From an optimization exercise on the open Yosys and OpenROAD flow, aimed at a short achievable clock period and few clock cycles; shortcuts taken in it are not production practice. At most, simulation tests tie the RTL to the original design; equivalence was not proved. No activity file was given, so power comes from the tool's default toggle rates.

// fill_rect_top
module fill_rect_top #(
    parameter int ADDR_W     = 24,
    parameter int FIFO_DEPTH = 16
) (
    input  logic                clk,
    input  logic                rst_,
    input  logic                cmd_valid,
    input  logic [7:0]          cmd_data,
    output logic                cmd_ready,
    input  logic                cfg_wr,
    input  logic [1:0]          cfg_addr,
    input  logic [31:0]         cfg_wdata,
    output logic [31:0]         cfg_rdata,
    output logic                busy,
    output logic                pix_valid,
    input  logic                pix_ready,
    output logic [ADDR_W-1:0]   pix_addr,
    output fill_rect_pkg::rgb_t pix_rgb
);
    localparam int QW = ADDR_W + ADDR_W + 16 + 16 + 3 + 12;
    logic [ADDR_W-1:0]     fb_base;
    fill_rect_pkg::coord_t stride;
    logic [17:0]           stride3;
    fill_rect_pkg::coord_t clip_w;
    fill_rect_pkg::coord_t clip_h;
    logic                  partial;
    logic                  accept_last;
    logic                  push_pend;
    logic                  cmd_push;
    logic [ADDR_W-1:0]     push_addr;
    logic [ADDR_W-1:0]     push_addr2;
    fill_rect_pkg::coord_t push_w, push_h;
    logic                  push_w1, push_h1, push_empty;
    fill_rect_pkg::rgb_t   push_rgb;
    logic                  q_pop;
    logic                  head_valid;
    logic [QW-1:0]         head_data;
    logic                  q_not_empty_next;
    logic                  rect_done;
    logic                  pv_next;
    logic                  busy_next;
  ...
Size in the first run: about 3400 cells after synthesis.
Settings: LEC_CHECK=0, ABC_CLOCK_PERIOD_IN_PS=3000, CAP_MARGIN=20, CORE_MARGIN=2, CORE_UTILIZATION=40, SETUP_SLACK_MARGIN=3.2, SLEW_MARGIN=20, SYNTH_HIERARCHICAL=1, SYNTH_MINIMUM_KEEP_SIZE=0; clock period 6.5 ns.
standard.sh (not shown) runs the stock make flow with config.mk's settings and CLKGATE_MAP_FILE= SYNTH_SCRIPT=/design/flow/synth_recipe.tcl, a recipe that flattens the netlist after the stock synthesis.
==> flow/flow/run.sh <==
#!/bin/bash
# The standard layout, with the port buffers that buffer_ports inserts
# made plain buf_4 cells instead of its default delay-buffer choice.
set -euo pipefail
export BUFFER_PORTS_ARGS="-buffer_cell sky130_fd_sc_hd__buf_4"
bash standard.sh > standard.log 2>&1
Edit:
--- a/flow/config.mk
+++ b/flow/config.mk
@@ -10,5 +10,5 @@
 export CORE_MARGIN = 2
 export CORE_UTILIZATION = 40
-export SETUP_SLACK_MARGIN = 3.2
+export SETUP_SLACK_MARGIN = 3.4
 export SLEW_MARGIN = 20
 export SYNTH_HIERARCHICAL = 1
Result:
- routed wire length rose by 0.94%
- power stays flat
- clock power fell by 5.9%
- non-clock buffer count rose by 37
- worst hold slack loses 0.0038 ns
- worst setup slack loses 0.084 ns
- utilization rose by 0.47 points
- die area stays the same
- count of clock-buffer cells in the layout rose by 11
- sequential power fell by about 0.6%
No functional check of the RTL was part of any run of this note.


the previous run:
fill_rect_top, a different RTL version from the one above (not shown whole).
For scale: roughly 120 I/O pins, ~37,000 um2 of cells after synthesis.
clock: 6.5 ns
lec_check: 0
abc_clock_period_in_ps: 3000
cap_margin: 20
core_margin: 2
core_utilization: 60
setup_slack_margin: 3.5
slew_margin: 20
run.sh (not shown) runs the stock make flow with config.mk's settings and CLKGATE_MAP_FILE= SYNTH_SCRIPT=/design/flow/synth_recipe.tcl, a recipe that flattens the netlist after the stock synthesis.
Stock flow here: none of the scripts above is used.
Testbench counts of the previous run, summed over its fixed seeds: cycles 154,316.
For the current run, these inputs were changed with respect to the previous run:
# the previous run
export LEC_CHECK = 0
export ABC_CLOCK_PERIOD_IN_PS = 3000
export CAP_MARGIN = 20
export CORE_MARGIN = 2
export CORE_UTILIZATION = 60
export SETUP_SLACK_MARGIN = 3.5
export SLEW_MARGIN = 20
create_clock -name core_clock -period 6.5 [get_ports {clk}]
# the current run
export LEC_CHECK = 0
export ABC_CLOCK_PERIOD_IN_PS = 3000
export CAP_MARGIN = 20
export CORE_MARGIN = 2
export CORE_UTILIZATION = 40
export SETUP_SLACK_MARGIN = 3.2
export SLEW_MARGIN = 20
create_clock -name core_clock -period 6.5 [get_ports {clk}]
## What came out
Delta (the current run minus the previous run): register share of the cell area increased 0.16 points, post-route minimum period went down, via density per instance down about 12%, layout overhead on the synthesized area went down. Wire length, the current run vs the previous run: down by a few percent. Compared with the previous run, the current run is the less power-hungry design. Diff the previous run -> the current run: count of clock-buffer cells in the layout now sits lower; met3 global-route usage shows a reduction of 2.6 points. The current run vs. the previous run: HPWL reported at the end of detailed placement went down by about 0.7%, final area went down by 0.48%, number of hold violations in the final report was more or less identical. The current run finished end to end and its layout was clean on timing, DRC and antenna.


== red ==
fill_rect_top, a different RTL version from the one above (not shown whole).
For scale: roughly 3200 cells after synthesis, ~930 flip-flops, about 120 I/O pins.
==> flow/config.mk <==
export PLATFORM = sky130hd
export DESIGN_NAME = fill_rect_top
export DESIGN_NICKNAME = fill_rect_top
export VERILOG_FILES = /design/flow/design.v
export SDC_FILE = /design/flow/constraint.sdc
export NUM_CORES = 4
export LEC_CHECK = 0
export ABC_CLOCK_PERIOD_IN_PS = 3000
export CAP_MARGIN = 20
export CORE_MARGIN = 2
export CORE_UTILIZATION = 40
export SETUP_SLACK_MARGIN = 3.4
export SLEW_MARGIN = 20
export SYNTH_HIERARCHICAL = 1
export SYNTH_MINIMUM_KEEP_SIZE = 0
==> flow/constraint.sdc <==
create_clock -name core_clock -period 6.5 [get_ports {clk}]
set_input_delay 1.3000 -clock core_clock [delete_from_list [all_inputs] [get_ports {clk}]]
set_output_delay 1.3000 -clock core_clock [all_outputs]
set_load 0.01 [all_outputs]
standard.sh (not shown) runs the stock make flow with config.mk's settings and CLKGATE_MAP_FILE= SYNTH_SCRIPT=/design/flow/synth_recipe.tcl, a recipe that flattens the netlist after the stock synthesis.
==> flow/flow/run.sh <==
#!/bin/bash
# The standard layout (standard.sh), with one change: the port buffers
# are inserted by flow/ports.tcl (plain buf cells) instead of buffer_ports'
# default choice, a delay buffer. Make's output goes to standard.log; each
# ORFS step keeps its own log under orfs/logs.
set -euo pipefail
export DONT_BUFFER_PORTS=1
export PRE_GLOBAL_PLACE_TCL="$PWD/flow/ports.tcl"
bash standard.sh > standard.log 2>&1
==> flow/flow/ports.tcl <==
# Every input and output port gets a buffer, as buffer_ports does by default,
# but with plain buffers; the repair steps resize them later as usual.
buffer_ports -inputs -buffer_cell sky130_fd_sc_hd__buf_4
buffer_ports -outputs -buffer_cell sky130_fd_sc_hd__buf_2
Testbench counts of red, summed over its fixed seeds: cycles 154,333.
The inputs of blue differ from those of red as listed below.
==> flow/run.sh (new file) <==
#!/bin/bash
# synth_recipe.tcl (not shown) runs the flow's synth.tcl, then flattens the netlist and writes it again
# the make line also repeats each setting of config.mk as NAME=value (left out here)
make -C /OpenROAD-flow-scripts/flow DESIGN_CONFIG=/design/flow/config.mk WORK_HOME=/design/flow/orfs CLKGATE_MAP_FILE= SYNTH_SCRIPT=/design/flow/synth_recipe.tcl finish
removed: flow/flow/run.sh
removed: flow/flow/ports.tcl
removed: flow/standard.sh
The end of the critical path comes out cfg_rdata[13] in one run and cfg_rdata[7] in the other, namely in red and blue respectively.
Compared with red, blue shows a final antenna diode count that is 2 higher.
Sequential share of layout area (blue over red): decrease, 1.7 points
Side by side, number of instances in the placed design turned out higher in blue than in red.
Summary of blue over red: critical path depth higher; combinational share of power higher; post-route total power higher.
Clock network area share sits lower in blue than in red.
Here is what was changed in the inputs of green compared with blue.
==> flow/flow/run.sh (new file) <==
#!/bin/bash
# The standard layout (standard.sh), with one change: after global
# placement, flow/ports.tcl turns the port buffers that buffer_ports inserted
# (a delay-buffer cell by default) into plain buffers; the later repair steps
# resize them as usual. Make's output goes to standard.log; each ORFS step
# keeps its own log under orfs/logs.
set -euo pipefail
export POST_GLOBAL_PLACE_TCL="$PWD/flow/ports.tcl"
bash standard.sh > standard.log 2>&1
==> flow/flow/ports.tcl (new file) <==
# Runs after global placement. buffer_ports has given every input and output
# port a buffer; make each of them a plain buffer of the same function.
set n_swapped 0
foreach bterm [[ord::get_db_block] getBTerms] {
  set net [$bterm getNet]
  if {$net == "NULL"} { continue }
  foreach iterm [$net getITerms] {
    set inst [$iterm getInst]
    set name [$inst getName]
    if {![regexp {^(input|output)[0-9]+$} $name -> kind]} { continue }
    set master [[$inst getMaster] getName]
    if {![regexp {^sky130_fd_sc_hd__(clkdlybuf|dlygate|dlymetal|clkbuf|buf)} $master]} { continue }
    if {$kind eq "input"} {
      set want sky130_fd_sc_hd__buf_4
    } else {
      set want sky130_fd_sc_hd__buf_2
    }
    if {$master ne $want} {
      replace_cell $name $want
      incr n_swapped
    }
  }
}
puts "ports.tcl: made $n_swapped port buffers plain buffers"
estimate_parasitics -placement
==> flow/standard.sh (new file) <==
#!/bin/bash
# synth_recipe.tcl (not shown) runs the flow's synth.tcl, then flattens the netlist and writes it again
# the make line also repeats each setting of config.mk as NAME=value (left out here)
make -C /OpenROAD-flow-scripts/flow DESIGN_CONFIG=/design/flow/config.mk WORK_HOME=/design/flow/orfs CLKGATE_MAP_FILE= SYNTH_SCRIPT=/design/flow/synth_recipe.tcl "${@:-finish}"
removed: flow/run.sh
--- outcome ---
No stage failed in green, and the final checks on the layout all came back clean.
Compared with blue, green shows a lower area overhead of the layout relative to synthesis.
Taking blue as the reference, in green total power draw was more or less identical, total stage count of the critical path went down by 1.
## Diff of input files: orange against green
==> flow/flow/run.sh <==
#!/bin/bash
# The standard layout (standard.sh), with two changes:
#  - before pin placement, flow/pins.tcl keeps the register read port's pins
#    (cfg_addr, cfg_rdata) together on one stretch of the left edge, so the
#    combinational read path stays short;
#  - after global placement, flow/ports.tcl turns the port buffers that
#    buffer_ports inserted (a delay-buffer cell by default) into plain
#    buffers; the later repair steps resize them as usual.
# Make's output goes to standard.log; each ORFS step keeps its own log under
# orfs/logs.
set -euo pipefail
export PRE_IO_PLACEMENT_TCL="$PWD/flow/pins.tcl"
export POST_GLOBAL_PLACE_TCL="$PWD/flow/ports.tcl"
bash standard.sh > standard.log 2>&1
==> flow/flow/pins.tcl (new file) <==
# Runs before place_pins: the read port's pins go on the middle of the left
# edge, next to each other.
set block [ord::get_db_block]
set dbu [$block getDbUnitsPerMicron]
set die [$block getDieArea]
set h [expr {double([$die yMax] - [$die yMin]) / $dbu}]
set lo [expr {round($h * 0.45)}]
set hi [expr {round($h * 0.55)}]
set names {}
foreach bterm [$block getBTerms] {
  set n [$bterm getName]
  if {[string match {cfg_addr*} $n] || [string match {cfg_rdata*} $n]} {
    lappend names $n
  }
}
puts "pins.tcl: [llength $names] pins on left:${lo}-${hi}"
set_io_pin_constraint -pin_names $names -region left:${lo}-${hi}
Results
- Of orange and green, only orange never reached the final stage.
- Tool error PPL-0111 stopped orange during I/O pin placement; no final results.
- orange vs. green: mux share of post-synthesis cell area held steady; post-synthesis share of cell area spent on xor and xnor gates ~0 delta; synthesized cell count ~0 delta.
- Status: share of synthesized cell area in full adder, half adder and majority cells parity (orange, green)
- orange -> green: count of standard-cell rows delta 0, exact match
- Effective utilization at floorplan came out exactly the same in orange and green.
- Fraction of the mapped netlist area in simple logic gates delta (green -> orange): insignificant
- From green to orange, post-synthesis average cell area did not move at all.
- Re floorplan die height: no difference whatsoever between green and orange.
Input-level comparison between purple and orange:
Settings: SETUP_SLACK_MARGIN now 3.6, was 3.4.
-- flow/flow/pins.tcl --
<<< orange, line 7
set lo [expr {round($h * 0.45)}]
set hi [expr {round($h * 0.55)}]
>>> purple, line 7
set lo [expr {round($h * 0.40)}]
set hi [expr {round($h * 0.60)}]
[summary]
In summary, purple completed successfully, with a layout that passed the timing, DRC and antenna checks. The share of the synthesized area in compound gates (AO/OA/AOI/OAI) on orange is in line with that on purple. orange → purple: count of distinct cell types in the synthesized netlist did not really move; floorplan die width stayed essentially flat. Diff orange -> purple: share of flip-flops with an asynchronous set or reset neither gained nor lost much, post-synthesis adder-cell area fraction essentially unchanged. For synthesized area divided by synthesized cell count, purple and orange come out practically identical. orange and purple ended up with nearly the same number of storage elements in the synthesis netlist. From orange to purple, chip height did not move at all. Summary of purple over orange: synthesized cell count flat, share of cell area taken by muxes after synthesis flat.


epsilon:
fill_rect_top, a different RTL version from the one above (not shown whole).
Size: roughly 3600 cells after synthesis, roughly 970 flip-flops, ~120 I/O pins.
==> flow/config.mk <==
export PLATFORM = sky130hd
export DESIGN_NAME = fill_rect_top
export DESIGN_NICKNAME = fill_rect_top
export VERILOG_FILES = /design/flow/design.v
export SDC_FILE = /design/flow/constraint.sdc
export NUM_CORES = 4
export LEC_CHECK = 0
export ABC_CLOCK_PERIOD_IN_PS = 3000
export CAP_MARGIN = 20
export CORE_MARGIN = 2
export CORE_UTILIZATION = 40
export SETUP_SLACK_MARGIN = 3.6
export SLEW_MARGIN = 20
export SYNTH_HIERARCHICAL = 1
export SYNTH_MINIMUM_KEEP_SIZE = 0
==> flow/constraint.sdc <==
create_clock -name core_clock -period 6.5 [get_ports {clk}]
set_input_delay 1.3000 -clock core_clock [delete_from_list [all_inputs] [get_ports {clk}]]
set_output_delay 1.3000 -clock core_clock [all_outputs]
set_load 0.01 [all_outputs]
==> flow/flow/run.sh <==
#!/bin/bash
# The standard layout (standard.sh), with two changes:
#  - before pin placement, flow/pins.tcl keeps the register read port's pins
#    (cfg_addr, cfg_rdata) together on one stretch of the left edge, so the
#    combinational read path stays short;
#  - after global placement, flow/ports.tcl turns the port buffers that
#    buffer_ports inserted (a delay-buffer cell by default) into plain
#    buffers; the later repair steps resize them as usual.
# Make's output goes to standard.log; each ORFS step keeps its own log under
# orfs/logs.
set -euo pipefail
export PRE_IO_PLACEMENT_TCL="$PWD/flow/pins.tcl"
export POST_GLOBAL_PLACE_TCL="$PWD/flow/ports.tcl"
bash standard.sh > standard.log 2>&1
==> flow/flow/pins.tcl <==
# Runs before place_pins: the read port's pins go on the middle of the left
# edge, next to each other.
set block [ord::get_db_block]
set dbu [$block getDbUnitsPerMicron]
set die [$block getDieArea]
set h [expr {double([$die yMax] - [$die yMin]) / $dbu}]
set lo [expr {round($h * 0.40)}]
set hi [expr {round($h * 0.60)}]
set names {}
foreach bterm [$block getBTerms] {
  set n [$bterm getName]
  if {[string match {cfg_addr*} $n] || [string match {cfg_rdata*} $n]} {
    lappend names $n
  }
}
puts "pins.tcl: [llength $names] pins on left:${lo}-${hi}"
set_io_pin_constraint -pin_names $names -region left:${lo}-${hi}
==> flow/flow/ports.tcl <==
# Runs after global placement. buffer_ports has given every input and output
# port a buffer; make each of them a plain buffer of the same function.
set n_swapped 0
foreach bterm [[ord::get_db_block] getBTerms] {
  set net [$bterm getNet]
  if {$net == "NULL"} { continue }
  foreach iterm [$net getITerms] {
    set inst [$iterm getInst]
    set name [$inst getName]
    if {![regexp {^(input|output)[0-9]+$} $name -> kind]} { continue }
    set master [[$inst getMaster] getName]
    if {![regexp {^sky130_fd_sc_hd__(clkdlybuf|dlygate|dlymetal|clkbuf|buf)} $master]} { continue }
    if {$kind eq "input"} {
      set want sky130_fd_sc_hd__buf_4
    } else {
      set want sky130_fd_sc_hd__buf_2
    }
    if {$master ne $want} {
      replace_cell $name $want
      incr n_swapped
    }
  }
}
puts "ports.tcl: made $n_swapped port buffers plain buffers"
estimate_parasitics -placement
Testbench counts of epsilon, summed over its fixed seeds: cycles 154,316.
Input-level comparison between gamma and epsilon:
# epsilon
export LEC_CHECK = 0
export ABC_CLOCK_PERIOD_IN_PS = 3000
export CAP_MARGIN = 20
export CORE_MARGIN = 2
export CORE_UTILIZATION = 40
export SETUP_SLACK_MARGIN = 3.6
export SLEW_MARGIN = 20
export SYNTH_HIERARCHICAL = 1
export SYNTH_MINIMUM_KEEP_SIZE = 0
create_clock -name core_clock -period 6.5 [get_ports {clk}]
# gamma
export LEC_CHECK = 0
export ABC_CLOCK_PERIOD_IN_PS = 3000
export CAP_MARGIN = 20
export CELL_PAD_IN_SITES_DETAIL_PLACEMENT = 0
export CELL_PAD_IN_SITES_GLOBAL_PLACEMENT = 0
export CORE_MARGIN = 2
export CORE_UTILIZATION = 55
export SETUP_SLACK_MARGIN = 3.6
export SLEW_MARGIN = 20
export SYNTH_HIERARCHICAL = 1
export SYNTH_MINIMUM_KEEP_SIZE = 0
create_clock -name core_clock -period 6.5 [get_ports {clk}]
[summary]
Placed instance count was lower in the run labelled gamma. Net switching share of the total power (gamma over epsilon): increase, 0.28 points. Looking at library cell contributing the largest single delay on the critical path, the mux2i_2 result is from gamma; the mux2i_1 one comes from epsilon. Relative to epsilon, non-filler instance count after layout has decreased by 402 in gamma. NOTE: sequential share of layout area in gamma exceeds that of epsilon.

re-timing with driven ports:
Ports are ideal in the flow. The routed layouts listed here were re-timed in OpenROAD. Step 1, drivers: a clkbuf_16 drives clk and a buf_2 each remaining input, both assumed. Step 2 moves the port delays by t, midway between the first and last clock arrival at a register: inputs arrive t later, outputs are due t later. That takes back most of the time a late clock gives input paths. Three values: ideal, step 1, step 2; two values: the first two.
run	t, ns	slack for setup (ns)	worst setup path at the end	slew at the worst register clock pin (ns)	slew violations	capacitance violations	cell pins on the clock port's net
the first run of note 1	0.728	2.203 / 2.203 / 2.203	register to register	0.06 / 0.06	0 / 0	0 / 0	1
the second run of note 1	0.730	2.120 / 2.120 / 2.120	register to register	0.06 / 0.06	0 / 0	0 / 0	1
the previous run	0.690	2.927 / 2.688 / 2.688	input to output	0.07 / 0.07	0 / 0	0 / 0	1
the current run	0.689	3.056 / 2.641 / 2.641	input to output	0.06 / 0.06	0 / 0	0 / 0	1
red	0.728	3.372 / 1.665 / 1.665	input to output	0.06 / 0.06	0 / 200	0 / 2	1
blue	0.724	3.018 / 2.704 / 2.704	input to output	0.07 / 0.07	0 / 0	0 / 0	1
green	0.734	3.126 / 2.926 / 2.854	input to register	0.07 / 0.07	0 / 0	0 / 0	1
purple	0.726	3.252 / 2.765 / 2.765	input to output	0.07 / 0.07	0 / 0	0 / 0	1
epsilon	0.736	3.268 / 2.712 / 2.712	input to output	0.07 / 0.07	0 / 0	0 / 0	1
gamma	0.715	3.243 / 2.803 / 2.803	input to output	0.07 / 0.07	0 / 0	0 / 0	1
After both steps setup and hold are still met in every run listed. The drivers bring new slew violations in red. The drivers bring new capacitance violations in red. The setup slack of red, which loses most, moves by -1.707 ns with the drivers and by -1.707 ns with both steps.
